Background: an optimization exercise with open tools, aiming at small area and a short achievable clock period. Do not read the settings as production practice.
Only the layout flow was run in this run; the RTL was not checked for function there.
Power figures rest on the tool's default switching activity, not on a simulated workload.

**flow/design.v**
```verilog
package cdma_img_fifo_128x11_pkg;
  localparam int DEPTH  = 128;
  localparam int WIDTH  = 11;
  localparam int ADDR_W = 7;
  localparam int CNT_W  = 8;
  typedef logic [ADDR_W-1:0] addr_t;
  typedef logic [CNT_W-1:0]  cnt_t;
  typedef logic [WIDTH-1:0]  data_t;
  localparam cnt_t FULL_CNT = 8'd128;
  function automatic [CNT_W-1:0] cnt_update(input [CNT_W-1:0] cnt, input inc, input dec);
    cnt_update = cnt + {{(CNT_W-1){1'b0}}, inc} - {{(CNT_W-1){1'b0}}, dec};
  endfunction
  function automatic [ADDR_W-1:0] addr_inc(input [ADDR_W-1:0] adr);
    addr_inc = adr + {{(ADDR_W-1){1'b0}}, 1'b1};
  endfunction
endpackage
module ram_128x11
(
  input  logic              clk,
  input  logic [31:0]       pwrbus_ram_pd,
  input  logic [cdma_img_fifo_128x11_pkg::ADDR_W-1:0] wa,
  input  logic              we,
  input  logic [cdma_img_fifo_128x11_pkg::WIDTH-1:0]  di,
  input  logic [cdma_img_fifo_128x11_pkg::ADDR_W-1:0] ra,
  input  logic              re,
  input  logic              ore,
  output logic [cdma_img_fifo_128x11_pkg::WIDTH-1:0]  dout
);
  cdma_img_fifo_128x11_pkg::data_t mem_r [cdma_img_fifo_128x11_pkg::DEPTH];
  cdma_img_fifo_128x11_pkg::data_t ram_q_r;
  cdma_img_fifo_128x11_pkg::data_t dout_r;
  logic  unused_pd_s;
  assign unused_pd_s = ^pwrbus_ram_pd;
  always_ff @(posedge clk) begin
    if (we) begin
      mem_r[wa] <= di;
    end
  end
  always_ff @(posedge clk) begin
    if (re) begin
      ram_q_r <= mem_r[ra];
    end
  end
  always_ff @(posedge clk) begin
    if (ore) begin
      dout_r <= ram_q_r;
    end
  end
  assign dout = dout_r;
endmodule
module cdma_img_fifo_128x11
(
  input  logic             clk,
  input  logic             reset,
  input  logic             wr_req,
  output logic             wr_ready,
  input  logic [cdma_img_fifo_128x11_pkg::WIDTH-1:0] wr_data,
  output logic             rd_req,
  input  logic             rd_ready,
  output logic [cdma_img_fifo_128x11_pkg::WIDTH-1:0] rd_data,
  input  logic [31:0]      pwrbus_ram_pd
);
  logic  wr_req_in_r;
  cdma_img_fifo_128x11_pkg::data_t wr_data_in_r;
  logic  wr_busy_in_r;
  logic  wr_full_r;
  cdma_img_fifo_128x11_pkg::cnt_t  wr_count_r;
  cdma_img_fifo_128x11_pkg::addr_t wr_adr_r;
  logic  wr_popping_r;
  logic  rd_pushing_r;
  cdma_img_fifo_128x11_pkg::cnt_t  rd_count_r;
  cdma_img_fifo_128x11_pkg::addr_t rd_adr_r;
  logic  rd_req_p_r;
  logic  rd_req_int_r;
  logic  wr_accept_s;
  logic  wr_reserving_s;
  cdma_img_fifo_128x11_pkg::cnt_t  wr_count_next_s;
  logic  wr_full_next_s;
  logic  wr_req_in_next_s;
  logic  wr_busy_in_next_s;
  logic  rd_popping_s;
  cdma_img_fifo_128x11_pkg::cnt_t  rd_count_next_s;
  logic  rd_req_p_next_s;
  logic  rd_req_int_next_s;
  cdma_img_fifo_128x11_pkg::addr_t rd_ra_s;
  always_comb begin
    wr_accept_s       = wr_req & ~wr_busy_in_r;
    wr_reserving_s    = wr_req_in_r & ~wr_full_r;
    wr_count_next_s   = cdma_img_fifo_128x11_pkg::cnt_update(wr_count_r, wr_reserving_s, wr_popping_r);
    wr_full_next_s    = (wr_count_next_s == cdma_img_fifo_128x11_pkg::FULL_CNT);
    wr_req_in_next_s  = wr_accept_s | (wr_req_in_r & ~wr_reserving_s);
    wr_busy_in_next_s = wr_req_in_next_s & wr_full_next_s;
  end
  always_ff @(posedge clk) begin
    if (reset) begin
      wr_req_in_r  <= 1'b0;
      wr_busy_in_r <= 1'b0;
      wr_full_r    <= 1'b0;
      wr_count_r   <= 8'd0;
      wr_adr_r     <= 7'd0;
      wr_popping_r <= 1'b0;
    end else begin
      wr_req_in_r  <= wr_req_in_next_s;
      wr_busy_in_r <= wr_busy_in_next_s;
      wr_full_r    <= wr_full_next_s;
      wr_count_r   <= wr_count_next_s;
      wr_adr_r     <= wr_reserving_s ? cdma_img_fifo_128x11_pkg::addr_inc(wr_adr_r) : wr_adr_r;
      wr_popping_r <= rd_popping_s;
    end
  end
  always_ff @(posedge clk) begin
    if (wr_accept_s) begin
      wr_data_in_r <= wr_data;
    end
  end
  always_comb begin
    rd_popping_s      = rd_req_p_r & (~rd_req_int_r | rd_ready);
    rd_count_next_s   = cdma_img_fifo_128x11_pkg::cnt_update(rd_count_r, rd_pushing_r, rd_popping_s);
    rd_req_p_next_s   = (rd_count_next_s != 8'd0);
    rd_req_int_next_s = rd_popping_s | (rd_req_int_r & ~rd_ready);
    if (rd_popping_s) begin
      rd_ra_s = cdma_img_fifo_128x11_pkg::addr_inc(rd_adr_r);
    end else begin
      rd_ra_s = rd_adr_r;
    end
  end
  always_ff @(posedge clk) begin
    if (reset) begin
      rd_pushing_r <= 1'b0;
      rd_count_r   <= 8'd0;
      rd_adr_r     <= 7'd0;
      rd_req_p_r   <= 1'b0;
      rd_req_int_r <= 1'b0;
    end else begin
      rd_pushing_r <= wr_reserving_s;
      rd_count_r   <= rd_count_next_s;
      rd_adr_r     <= rd_ra_s;
      rd_req_p_r   <= rd_req_p_next_s;
      rd_req_int_r <= rd_req_int_next_s;
    end
  end
  ram_128x11 u_ram (
    .clk           (clk),
    .pwrbus_ram_pd (pwrbus_ram_pd),
    .wa            (wr_adr_r),
    .we            (wr_reserving_s),
    .di            (wr_data_in_r),
    .ra            (rd_ra_s),
    .re            (rd_req_p_next_s),
    .ore           (rd_popping_s),
    .dout          (rd_data)
  );
  assign wr_ready = ~wr_busy_in_r;
  assign rd_req   = rd_req_int_r;
endmodule
```
**flow/run.sh**
```bash
#!/bin/bash
# synth_recipe.tcl (not shown) runs the flow's synth.tcl, then flattens the netlist and writes it again
# the make line also repeats each setting of config.mk as NAME=value (left out here)
make -C /OpenROAD-flow-scripts/flow DESIGN_CONFIG=/design/flow/config.mk WORK_HOME=/design/flow/orfs CLKGATE_MAP_FILE= SYNTH_SCRIPT=/design/flow/synth_recipe.tcl finish
```
**flow/config.mk**
```make
export PLATFORM = sky130hd
export DESIGN_NAME = cdma_img_fifo_128x11
export DESIGN_NICKNAME = cdma_img_fifo_128x11
export VERILOG_FILES = /design/flow/design.v
export SDC_FILE = /design/flow/constraint.sdc
export NUM_CORES = 4
export LEC_CHECK = 0
export CAP_MARGIN = 20
export CORE_MARGIN = 2
export CORE_UTILIZATION = 40
export SLEW_MARGIN = 20
```
**flow/constraint.sdc**
```tcl
create_clock -name core_clock -period 4.2 [get_ports {clk}]
set_input_delay 0.8400 -clock core_clock [delete_from_list [all_inputs] [get_ports {clk}]]
set_output_delay 0.8400 -clock core_clock [all_outputs]
set_load 0.01 [all_outputs]
```
==> notes.md <==
## per-stage QoR
step | hold WS [ps] | instance area [µm²] | setup TNS, ps | utilization [%] | instances
after floorplan | 400.3 | 62930 | 0 | - | 4175
after global placement | 481.9 | 68730 | -7065 | 44.00 | 6407
after detailed placement | 492.1 | 68760 | -5605 | 44.02 | 6409
after CTS | 525.0 | 73760 | 0 | 47.22 | 6695
after global routing | 552.9 | 73770 | 0 | 47.23 | 6696
final | 532.8 | 73770 | 0 | 47.23 | 6696
## how the worst max path moves through the flow
stage / endpoint / slack, ps / depth (start not counted)
global route: u_ram.ram_q_r[0]$_DFFE_PP_ / 70 / 15
global placement: u_ram.ram_q_r[0]$_DFFE_PP_ / -530 / 13
CTS: u_ram.ram_q_r[8]$_DFFE_PP_ / 280 / 13
finish: u_ram.ram_q_r[0]$_DFFE_PP_ / 240 / 14
detailed placement: u_ram.ram_q_r[0]$_DFFE_PP_ / -510 / 15
floorplan: rd_req_p_r$_SDFF_PP0_ / 70 / 19
## metal layers
metal / vias to the layer above / GRT usage [%] / share of wire (%)
met3: 339 / 4.558 / 8.5
met2: 1759 / 35.01 / 47
li1: 17213 / - / -
met5: - / 0 / 0.023
met4: 6 / 7.317 / 3.1
met1: 19694 / 28.99 / 41
## registers in the layout (all words and copies together), names as in the netlist
name / count
rd_count_r: 8
wr_req_in_r: 1
u_ram.mem_r: 1408
rd_pushing_r: 1
wr_adr_r: 7
u_ram.ram_q_r: 11
wr_full_r: 1
rd_adr_r: 7
wr_busy_in_r: 1
wr_popping_r: 1
u_ram.dout_r: 11
wr_data_in_r: 11
wr_count_r: 8
rd_req_int_r: 1
rd_req_p_r: 1
## cell families after synthesis
group	Yosys count	synth area share [%]
flip-flops	1478	69.94
buffers and inverters	429	3.082
XOR/XNOR	23	0.3201
adder cells (fa/ha/maj)	19	0.4016
multiplexers	465	9.570
AND/OR/NAND/NOR	861	6.536
AO/OA/AOI/OAI	900	10.15
## critical path: stages
cell	delay (ps)
clkdlybuf4s50_1	540
nand2b_1	290
buf_4	240
buf_4	170
nand2_4	100
nand2_8	130
buf_12	220
buf_12	190
o211ai_1	270
a41oi_1	180
o21ai_0	670
a311oi_1	270
buf_4	210
nor4b_2	190
## final cells by class
| type | instances | share of cell area, % |
|---|---|---|
| Antenna cell | 1 | 0.003392 |
| Clock buffer | 186 | 5.502 |
| Clock inverter | 100 | 1.275 |
| Inverter | 118 | 0.6021 |
| Multi-Input combinational cell | 2268 | 23.25 |
| Sequential cell | 1478 | 59.67 |
| Tap cell | 2058 | 3.491 |
| Timing Repair Buffer | 487 | 6.211 |
## synth_stat cells (8+ instances only)
master / instances / area share (%)
edfxtp_1: 1441 / 69
nand2_1: 372 / 2.2
mux2i_1: 344 / 5.5
clkbuf_1: 174 / 1.0
nor2_1: 174 / 1.0
a21oi_1: 168 / 1.3
o21ai_0: 158 / 1.3
inv_1: 115 / 0.69
mux4_2: 108 / 3.9
o211ai_1: 95 / 1.1
nand3_1: 88 / 0.70
and3_1: 86 / 0.85
a211oi_1: 77 / 0.92
buf_2: 76 / 0.60
o22ai_1: 46 / 0.46
a32oi_1: 41 / 0.57
dfxtp_1: 37 / 1.2
buf_4: 36 / 0.43
o221ai_1: 35 / 0.49
a22o_1: 32 / 0.45
a311o_1: 30 / 0.48
a32o_1: 30 / 0.48
nor4_1: 24 / 0.24
nand4_1: 23 / 0.23
a2111oi_0: 21 / 0.29
o2111ai_1: 21 / 0.29
a211o_1: 20 / 0.28
a41oi_1: 20 / 0.28
ha_1: 17 / 0.34
nor2b_1: 17 / 0.17
a21o_1: 15 / 0.18
a221oi_1: 14 / 0.19
nor3_1: 14 / 0.11
buf_6: 13 / 0.23
mux2_2: 13 / 0.23
a22oi_1: 12 / 0.14
a31oi_1: 12 / 0.12
xnor2_1: 12 / 0.17
a311oi_1: 11 / 0.15
buf_1: 11 / 0.066
o31ai_1: 11 / 0.13
xor2_1: 11 / 0.15
a2111o_1: 10 / 0.18
nor4b_2: 10 / 0.24
or3_1: 8 / 0.080
## power by group
group	total, mW	switching [mW]	internal (mW)	leakage (nW)
sequential	16.5	0.134	16.4	13.3
clock	13.5	5.88	7.59	2.41
combinational	3.99	2.35	1.64	8.25
total	34.0	8.37	25.6	24.0
==> flow_summary.json <==
{
  "whs_path_depth": 2,
  "critPathArrivalTime_ps": 4580,
  "hold_end": "wr_req_in_r$_SDFF_PP0_",
  "p_total_mw": 33.99,
  "hp-class": "reg -> reg",
  "syn_inst": 4175,
  "setup_viol": 0,
  "hpwlAfterDp_um": 107300,
  "drv_slew": 0,
  "ios": 60,
  "path_max_fanout": 34,
  "power.density_nw_per_um2": 460.8,
  "ys_ff_latch": 1478,
  "grt_pass1_vias": 38125,
  "min_period_ps": 3960,
  "die-area_um2": 160500,
  "wire_per_inst_um": 26.45,
  "clock-skew-final_ps": 39.46,
  "cts_resized": 0,
  "fin_crit_sh_pct": 94.29,
  "tritoncts": "built",
  "dp_slack_ps": -510.5,
  "rsz0062_at_grt": "false",
  "drc": 0,
  "worst_pin_slew_ps": 1179,
  "ff2ff_setup_slack_ps": 330,
  "h-tree-depth": 4,
  "area.sequential_um2": 44020,
  "r2r_start": "rd_adr_r[1]$_SDFF_PP0_",
  "gr-total-overflow": 0,
  "syn_nets": 4241,
  "crit_start": "rd_ready",
  "clock_latency_ps": 800,
  "yosys_warnings": 2,
  "worstSetupStartpointType": "input pin",
  "cts_buffer_depth": 3,
  "multi_input_area_um2": 17150,
  "min_from": "wr_req_in_r$_SDFF_PP0_",
  "cts_sinks": 1478,
  "port_buffers": 27,
  "worst_setup_path_end_kind": "register",
  "mostFrequentLayoutCells": "1441 x edfxtp_1, 391 x buf_4, 370 x nand2_1, 344 x mux2i_1, 168 x a21oi_1",
  "drtIter0Drc": 4582,
  "syn_area_per_cell_um2": 15.07,
  "p_leak_nw": 23.95,
  "path_clk_slew_ps": 60,
  "drive_gt1_share_pct": 18.85,
  "fp.dieW_um": 400.6,
  "syn-cell-area_um2": 62930,
  "slew_headroom_pct": 20.83,
  "setup_slack_ps": 239.8,
  "cts_made_buffers": 157,
  "root_buffer": "clkbuf_16",
  "hold_viol": 0,
  "synth-async-reset-ratio_pct": 0,
  "start_util_pct": 40.28,
  "ff2ff_path_depth": 12,
  "maxCapViolations": 0,
  "post_cts.repair.setup_buffers": 0,
  "synth-edff-count": 1441,
  "die_h_um": 400.6,
  "grt.total_usage_pct": 21.62,
  "ant_nets": 0,
  "core_area_um2": 156200,
  "final_common_cell": "edfxtp_1",
  "grt_pass1_wl_um": 257600,
  "via_per_inst": 5.826,
  "antenna_found_initial": 5,
  "area_growth_pct": 17.23,
  "row_count": 145,
  "worstReg2RegEnd": "u_ram.ram_q_r[0]$_DFFE_PP_",
  "globalplace.congestion": 0.8891,
  "clock.fmax_ghz": 0.2525,
  "fillers": 13245,
  "ys_types": 82,
  "status": "no timing/DRC/antenna violations",
  "worstPathRequired_ps": 4820,
  "grt_max_degree": 129,
  "vias": 39011,
  "drt-total-wl_um": 177100,
  "holdBufCountCts": 0,
  "synth_ff_type": "edfxtp_1",
  "synth_seq_area_share_pct": 69.94,
  "worstSetupPathType": "in -> reg",
  "ir_worst_vdd_mv": 0.3078,
  "drt-pass1-iter-count": 6,
  "nets": 4576
}

==> port drivers added, routing unchanged <==
How much do the figures lean on ideal ports? The routed layout below was timed once more, with nothing changed but the port constraints. Step 1: set_driving_cell puts a clkbuf_16 on clk and a buf_2 on each other input, an assumption about the parent block. Step 2 also shifts input and output timing later by t, the mid clock arrival at the registers, as if the neighbouring blocks saw the same clock. Slacks: ideal ports / drivers / drivers and shift; pairs: ideal ports / drivers.
shift t [ns]: 0.857
slack for setup (ns): 0.240 / 0.288 / -0.569
latest minus earliest clock arrival (ns): 0.047 / 0.047
worst register clock-pin slew, ns: 0.06 / 0.06
pins driven straight from the clock port: 1
Met with ideal ports but missed after step 2: setup timing in this run. For this run, drivers alone change the setup slack by +0.048 ns; drivers and shift together by -0.809 ns.
